This design comes from an exercise in tuning for a short achievable clock period on the open sky130 flow, not from production work.
Only simulation tests tie the RTL to the original design; equivalence was not proved.
Power and IR drop assume default switching activity.

== job 9968 ==
==> flow/design.v <==
`default_nettype none
package prg_mem_pkg;
  localparam int PRG_ADDR_W = 8;
  localparam int PRG_DATA_W = 8;
  typedef enum logic [1:0] {
    ST_IDLE     = 2'd0,
    ST_ACCESS   = 2'd1,
    ST_RDBACK   = 2'd2,
    ST_WAIT_LOW = 2'd3
  } prg_state_t;
endpackage
`default_nettype wire
`default_nettype none
module prg_sync_edge #(
  parameter int SYNC_STAGES = 2
) (
  input  logic clk,
  input  logic rst_n,
  input  logic async_in,
  output logic level,
  output logic rise
);
  logic [SYNC_STAGES-1:0] r_sync;
  logic                   r_prev;
  always_ff @(posedge clk or negedge rst_n) begin
    if (!rst_n) begin
      r_sync <= '1;
      r_prev <= 1'b1;
    end else begin
      r_sync <= {r_sync[SYNC_STAGES-2:0], async_in};
      r_prev <= r_sync[SYNC_STAGES-1];
    end
  end
  assign level = r_sync[SYNC_STAGES-1];
  assign rise  = r_sync[SYNC_STAGES-1] & ~r_prev;
endmodule
`default_nettype wire
`default_nettype none
module prg_mem_port
#(
  parameter int ADDR_W      = prg_mem_pkg::PRG_ADDR_W,
  parameter int DATA_W      = prg_mem_pkg::PRG_DATA_W,
  parameter int SYNC_STAGES = 2,
  parameter int LO_W        = 0
) (
  input  logic              clk_clk,
  input  logic              reset_reset_n,
  input  logic              prg_clock,
  input  logic [ADDR_W-1:0] prg_ma,
  input  logic [DATA_W-1:0] prg_wd,
  input  logic              prg_we,
  output logic [DATA_W-1:0] prg_rd,
  input  logic [ADDR_W-1:0] cpu_addr,
  output logic [DATA_W-1:0] cpu_rdata,
  output logic              prg_busy
);
  localparam int WORDS = 2**ADDR_W;
  localparam int AL_W  = ADDR_W / 2;           
  localparam int AH_W  = ADDR_W - AL_W;
  localparam int AL_N  = 2**AL_W;
  localparam int AH_N  = 2**AH_W;
  logic [WORDS-1:0][DATA_W-1:0] mem;
  logic              r_busy;
  logic              r_acc;
  logic              r_rdb;
  logic [ADDR_W-1:0] r_ma;
  logic [DATA_W-1:0] r_wd;
  logic              r_we;
  logic [AL_N-1:0]   r_ma_lo_dec;              
  logic [AH_N-1:0]   r_wr_hi_dec;              
  logic [DATA_W-1:0] r_prg_rd;
  logic              w_level;
  logic              w_rise;
  logic              w_start;
  prg_sync_edge #(
    .SYNC_STAGES (SYNC_STAGES)
  ) u_sync (
    .clk      (clk_clk),
    .rst_n    (reset_reset_n),
    .async_in (prg_clock),
    .level    (w_level),
    .rise     (w_rise)
  );
  assign w_start = !r_busy && w_rise;
  always_ff @(posedge clk_clk or negedge reset_reset_n) begin
    if (!reset_reset_n) begin
      r_busy      <= 1'b0;
      r_acc       <= 1'b0;
      r_rdb       <= 1'b0;
      r_ma        <= '0;
      r_wd        <= '0;
      r_we        <= 1'b0;
      r_ma_lo_dec <= '0;
      r_wr_hi_dec <= '0;
    end else begin
      r_acc <= w_start;
      r_rdb <= r_acc;
      if (w_start) begin
        r_ma   <= prg_ma;
        r_wd   <= prg_wd;
        r_we   <= prg_we;
        r_busy <= 1'b1;
        for (int i = 0; i < AL_N; i++) begin
          r_ma_lo_dec[i] <= (prg_ma[AL_W-1:0] == AL_W'(i));
        end
        for (int i = 0; i < AH_N; i++) begin
          r_wr_hi_dec[i] <= prg_we && (prg_ma[ADDR_W-1:AL_W] == AH_W'(i));
        end
      end else begin
        r_wr_hi_dec <= '0;
        if (r_busy && !r_acc && !r_rdb && !w_level) begin
          r_busy <= 1'b0;
        end
      end
    end
  end
  for (genvar i = 0; i < WORDS; i++) begin : g_word
    always_ff @(posedge clk_clk) begin
      if (r_wr_hi_dec[i / AL_N] && r_ma_lo_dec[i % AL_N]) begin
        mem[i] <= r_wd;
      end
    end
  end
  logic [AH_N-1:0][DATA_W-1:0] r_rb;
  always_ff @(posedge clk_clk) begin
    if (r_acc) begin
      for (int h = 0; h < AH_N; h++) begin
        r_rb[h] <= mem[{AH_W'(h), r_ma[AL_W-1:0]}];
      end
    end
  end
  always_ff @(posedge clk_clk or negedge reset_reset_n) begin
    if (!reset_reset_n) begin
      r_prg_rd <= '0;
    end else if (r_rdb) begin
      r_prg_rd <= r_we ? r_wd : r_rb[r_ma[ADDR_W-1:AL_W]];
    end
  end
  if (LO_W == 0) begin : g_cpu_reg
    logic [DATA_W-1:0] r_cpu_rdata;
    always_ff @(posedge clk_clk or negedge reset_reset_n) begin
      if (!reset_reset_n) begin
        r_cpu_rdata <= '0;
      end else begin
        r_cpu_rdata <= mem[cpu_addr];
      end
    end
    assign cpu_rdata = r_cpu_rdata;
  end else begin : g_cpu_split
    localparam int HI_W = ADDR_W - LO_W;
    localparam int LO_N = 2**LO_W;
    localparam int HI_N = 2**HI_W;
    logic [LO_N-1:0][DATA_W-1:0] w_cand;
    logic [LO_N-1:0][DATA_W-1:0] r_cand;
    logic [LO_N-1:0]             r_lo_sel;
    logic [DATA_W-1:0]           w_cpu_rdata;
    always_comb begin
      for (int j = 0; j < LO_N; j++) begin
        w_cand[j] = mem[{cpu_addr[ADDR_W-1:LO_W], LO_W'(j)}];
      end
    end
    always_ff @(posedge clk_clk) begin
      r_cand <= w_cand;
    end
    always_ff @(posedge clk_clk or negedge reset_reset_n) begin
      if (!reset_reset_n) begin
        r_lo_sel <= '0;
      end else begin
        for (int j = 0; j < LO_N; j++) begin
          r_lo_sel[j] <= (cpu_addr[LO_W-1:0] == LO_W'(j));
        end
      end
    end
    always_comb begin
      w_cpu_rdata = '0;
      for (int j = 0; j < LO_N; j++) begin
        w_cpu_rdata = w_cpu_rdata | ({DATA_W{r_lo_sel[j]}} & r_cand[j]);
      end
    end
    assign cpu_rdata = w_cpu_rdata;
  end
  assign prg_rd    = r_prg_rd;
  assign prg_busy  = r_busy;
endmodule
`default_nettype wire
Settings: LEC_CHECK=0, ABC_CLOCK_PERIOD_IN_PS=1000, CAP_MARGIN=20, CORE_MARGIN=2, CORE_UTILIZATION=70, CTS_CLUSTER_DIAMETER=60, CTS_CLUSTER_SIZE=20, SETUP_SLACK_MARGIN=2.9, SLEW_MARGIN=20; clock period 5.0 ns.
standard.sh (not shown) runs the stock make flow with config.mk's settings and CLKGATE_MAP_FILE= SYNTH_SCRIPT=/design/flow/synth_recipe.tcl, a recipe that flattens the netlist after the stock synthesis.
==> flow/flow/run.sh <==
#!/bin/bash
# Own layout flow: the standard layout (standard.sh, ORFS synthesis to
# finish, unchanged), with one addition: before ORFS places the pins, the
# CPU read port's pins are constrained to the middle of the top edge
# (flow/io.tcl, sourced through ORFS's PRE_IO_PLACEMENT_TCL hook).
# ORFS writes each step's full log under orfs/logs/; make's own output goes to
# standard_flow.log in this folder.
set -euo pipefail
W=$(pwd)
export PRE_IO_PLACEMENT_TCL="$W/flow/io.tcl"
bash standard.sh finish > "$W/standard_flow.log" 2>&1
==> flow/flow/io.tcl <==
# Pin placement for the CPU read port: the read address and the read data
# enter and leave together at the middle of the top edge, so no address bit
# starts from a corner of the die.
set die [ord::get_die_area]
set x0 [lindex $die 0]
set x1 [lindex $die 2]
set mid [expr {($x0 + $x1) / 2.0}]
set addr_pins {}
set data_pins {}
for {set i 0} {$i < 8} {incr i} {
  lappend addr_pins "cpu_addr\[$i\]"
  lappend data_pins "cpu_rdata\[$i\]"
}
set_io_pin_constraint -pin_names $addr_pins \
  -region [format "top:%.1f-%.1f" [expr {$mid - 30.0}] [expr {$mid}]]
set_io_pin_constraint -pin_names $data_pins \
  -region [format "top:%.1f-%.1f" [expr {$mid}] [expr {$mid + 30.0}]]
In job 9968 the implementation ran to completion but is not tape-out ready, as the final checks report antenna rules.
Edits applied to the flow inputs when going from job 9968 to job 6615:
- CTS_CLUSTER_SIZE now 40, was 20
- CTS_CLUSTER_DIAMETER now 100, was 60
- CORE_UTILIZATION now 80, was 70
==> flow/run.sh (new file) <==
#!/bin/bash
# synth_recipe.tcl (not shown) runs the flow's synth.tcl, then flattens the netlist and writes it again
# the make line also repeats each setting of config.mk as NAME=value (left out here)
make -C /OpenROAD-flow-scripts/flow DESIGN_CONFIG=/design/flow/config.mk WORK_HOME=/design/flow/orfs CLKGATE_MAP_FILE= SYNTH_SCRIPT=/design/flow/synth_recipe.tcl finish
removed: flow/flow/run.sh
removed: flow/flow/io.tcl
removed: flow/standard.sh
Findings:
- Compared with job 9968, job 6615 shows half-perimeter wire length after detailed placement higher by about 6%.
- Comparing job 6615 against job 9968, there is no change at all in post-synthesis mux area share.
- On setup slack at placement, job 9968 loses to job 6615.
- Job 6615 vs job 9968 — site row count dropped by a few percent
- Run status, job 6615: aborted in global routing, error GRT-0232
- [job 6615] depth of the CTS H-tree fell 1 relative to job 9968
- Job 6615: TritonCTS buffer count lower than job 9968
- Comparing job 9968 and job 6615, the higher area of placed instances is on job 9968.
- Diff job 9968 -> job 6615: number of flip-flops and latches in the synthesized netlist essentially unchanged; final RePlAce weighted congestion increased 9.4%; width of the die decreased 25 µm.
## Diff of input files: job 7974 against job 6615
- a change of CTS_CLUSTER_DIAMETER from 100 to 80
- a change of CORE_UTILIZATION from 80 to 74
- a change of CTS_CLUSTER_SIZE from 40 to 30
Findings:
Compared with job 6615, job 7974 shows a higher post-CTS setup repair buffer count.
Going from job 6615 to job 7974, number of clock buffers inserted by TritonCTS climbed 50%, number of standard-cell rows in the floorplan climbed 5.
Re combined area of all synthesized cells: no difference whatsoever between job 7974 and job 6615.
In job 7974, the y dimension of the die came out 3.9% above the value in job 6615.
Changes observed in job 7974 relative to job 6615: post-synthesis sequential area ratio closely matched the old numbers, die boundary width climbed 3.9%, number of synthesized flops with an enable pin shows no meaningful change, effective utilization at floorplan decreased by 5.9 points relative to the old numbers.
On placed cell area, job 6615 tracks job 7974 almost exactly.
Status: job 6615 FAILED at global routing (tool error)
Job 7974 | status: complete | timing, DRC, antenna: pass
Job 7974 — HPWL after detailed placement about 7% lower, job 6615 as reference
The following lists how job 5250 was set up differently from job 7974:
- changing CORE_UTILIZATION from 74 to 70
==> flow/flow/run.sh (new file) <==
#!/bin/bash
# Own layout flow: the standard layout (standard.sh, ORFS synthesis to
# finish, unchanged), with one addition: before ORFS places the pins, the
# CPU read port's pins are constrained to the middle of the top edge
# (flow/io.tcl, sourced through ORFS's PRE_IO_PLACEMENT_TCL hook).
# ORFS writes each step's full log under orfs/logs/; make's own output goes to
# standard_flow.log in this folder.
set -euo pipefail
W=$(pwd)
export PRE_IO_PLACEMENT_TCL="$W/flow/io.tcl"
bash standard.sh finish > "$W/standard_flow.log" 2>&1
==> flow/flow/io.tcl (new file) <==
# Pin placement for the CPU read port: the read address and the read data
# enter and leave together at the middle of the top edge, so no address bit
# starts from a corner of the die.
set die [ord::get_die_area]
set x0 [lindex $die 0]
set x1 [lindex $die 2]
set mid [expr {($x0 + $x1) / 2.0}]
set addr_pins {}
set data_pins {}
for {set i 0} {$i < 8} {incr i} {
  lappend addr_pins "cpu_addr\[$i\]"
  lappend data_pins "cpu_rdata\[$i\]"
}
set_io_pin_constraint -pin_names $addr_pins \
  -region [format "top:%.1f-%.1f" [expr {$mid - 30.0}] [expr {$mid}]]
set_io_pin_constraint -pin_names $data_pins \
  -region [format "top:%.1f-%.1f" [expr {$mid}] [expr {$mid + 30.0}]]
==> flow/standard.sh (new file) <==
#!/bin/bash
# synth_recipe.tcl (not shown) runs the flow's synth.tcl, then flattens the netlist and writes it again
# the make line also repeats each setting of config.mk as NAME=value (left out here)
make -C /OpenROAD-flow-scripts/flow DESIGN_CONFIG=/design/flow/config.mk WORK_HOME=/design/flow/orfs CLKGATE_MAP_FILE= SYNTH_SCRIPT=/design/flow/synth_recipe.tcl "${@:-finish}"
removed: flow/run.sh
==> comparison <==
- Relative to job 7974, the cell count of job 5250 is higher by 186.
- Comparing job 7974 and job 5250, the lower global-route total usage across every layer was measured on job 5250.
- Die area (job 7974 / job 5250): 0.946
- Comparing job 7974 and job 5250, hold slack is lower on job 5250.
- Diff job 7974 -> job 5250 | cell area | increase of 930 µm²
- Relative to job 7974, the number of cells on the critical path of job 5250 is lower by 1.
Edits applied to the flow inputs when going from job 5250 to job 2542:
- CORE_UTILIZATION now 55, was 70
- ABC_CLOCK_PERIOD_IN_PS now 2500, was 1000
- SETUP_SLACK_MARGIN now 2.6, was 2.9
==> flow/run.sh (new file) <==
#!/bin/bash
# synth_recipe.tcl (not shown) runs the flow's synth.tcl, then flattens the netlist and writes it again
# the make line also repeats each setting of config.mk as NAME=value (left out here)
make -C /OpenROAD-flow-scripts/flow DESIGN_CONFIG=/design/flow/config.mk WORK_HOME=/design/flow/orfs CLKGATE_MAP_FILE= SYNTH_SCRIPT=/design/flow/synth_recipe.tcl finish
removed: flow/flow/run.sh
removed: flow/flow/io.tcl
removed: flow/standard.sh
### Flow results
STATUS run=job 2542 STAGES=ALL_DONE FINAL_CHECKS=FAILED CAUSE=antenna rules. Re part of the cycle the worst path needs: job 5250 and job 2542 aren't equal, and the higher value belongs to job 2542. Cells: job 2542 has more instances than job 5250. On met3 routing resource usage after global routing: job 2542 sits below job 5250. Cell area after placement in job 2542 vs job 5250: up about 0.7%. Diff job 5250..job 2542 | flip-flop and latch count | unchanged. In the flow results for job 5250 and job 2542, the clock network latency to the later pin of the worst-skew pair is larger on job 2542. Per the comparison of job 2542 with job 5250, setup slack now sits lower, post-route total power now sits higher.
What job 2695 does differently from job 2542 at the input level:
- CORE_UTILIZATION: 55 -> 70
- ABC_CLOCK_PERIOD_IN_PS: 2500 -> 1000
- SETUP_SLACK_MARGIN: 2.6 -> 2.9
### Flow results
Of job 2695 and job 2542, only job 2542 fails to finish with a clean layout.
| job 2542 | all stages done | FAIL | antenna rules |
Looking at fraction of area in registers, job 2695 sits above job 2542.
Cmp job 2695 and job 2542 / total power consumption of the routed design / lower: job 2695
[compare] base=job 2542 new=job 2695: count of inserted antenna diode cells climbed 21; highest achievable clock rate rose 5.3 MHz; number of tap cells added at floorplan lost about 23%; clock skew now sits higher.
Job 2695 vs. job 2542: power share of the combinational group now sits higher, netlist area before placement ~0 delta.
Job 2695 has more setup slack than job 2542.

==> afterwards: timing with drivers on the ports <==
Ports are ideal in the flow. The routed layouts listed here were re-timed in OpenROAD. Step 1: set_driving_cell puts a clkbuf_16 on clk_clk and a buf_2 on each other input, an assumption about the parent block. Step 2, shift: input delay + t, output delay - t, t = (earliest + latest rising clock arrival at the registers) / 2. This alone moves slack from input paths to output paths. Slacks: ideal / step 1 / step 2; pairs: ideal / step 1.
| run | t (ns) | slack for setup (ns) | hold WS [ns] |
|---|---|---|---|
| job 9968 | 0.879 | 2.277 / 1.906 / 1.027 | 0.251 / 0.187 / 0.359 |
| job 7974 | 0.866 | 2.230 / 1.801 / 0.935 | 0.334 / 0.272 / 0.371 |
| job 5250 | 0.861 | 2.281 / 1.904 / 1.042 | 0.269 / 0.204 / 0.355 |
| job 2542 | 0.929 | 2.244 / 2.110 / 1.181 | 0.253 / 0.179 / 0.360 |
| job 2695 | 0.864 | 2.284 / 2.024 / 1.160 | 0.110 / 0.055 / 0.373 |
The setup slack of job 7974, which loses most, moves by -0.429 ns with the drivers and by -1.295 ns with both steps.
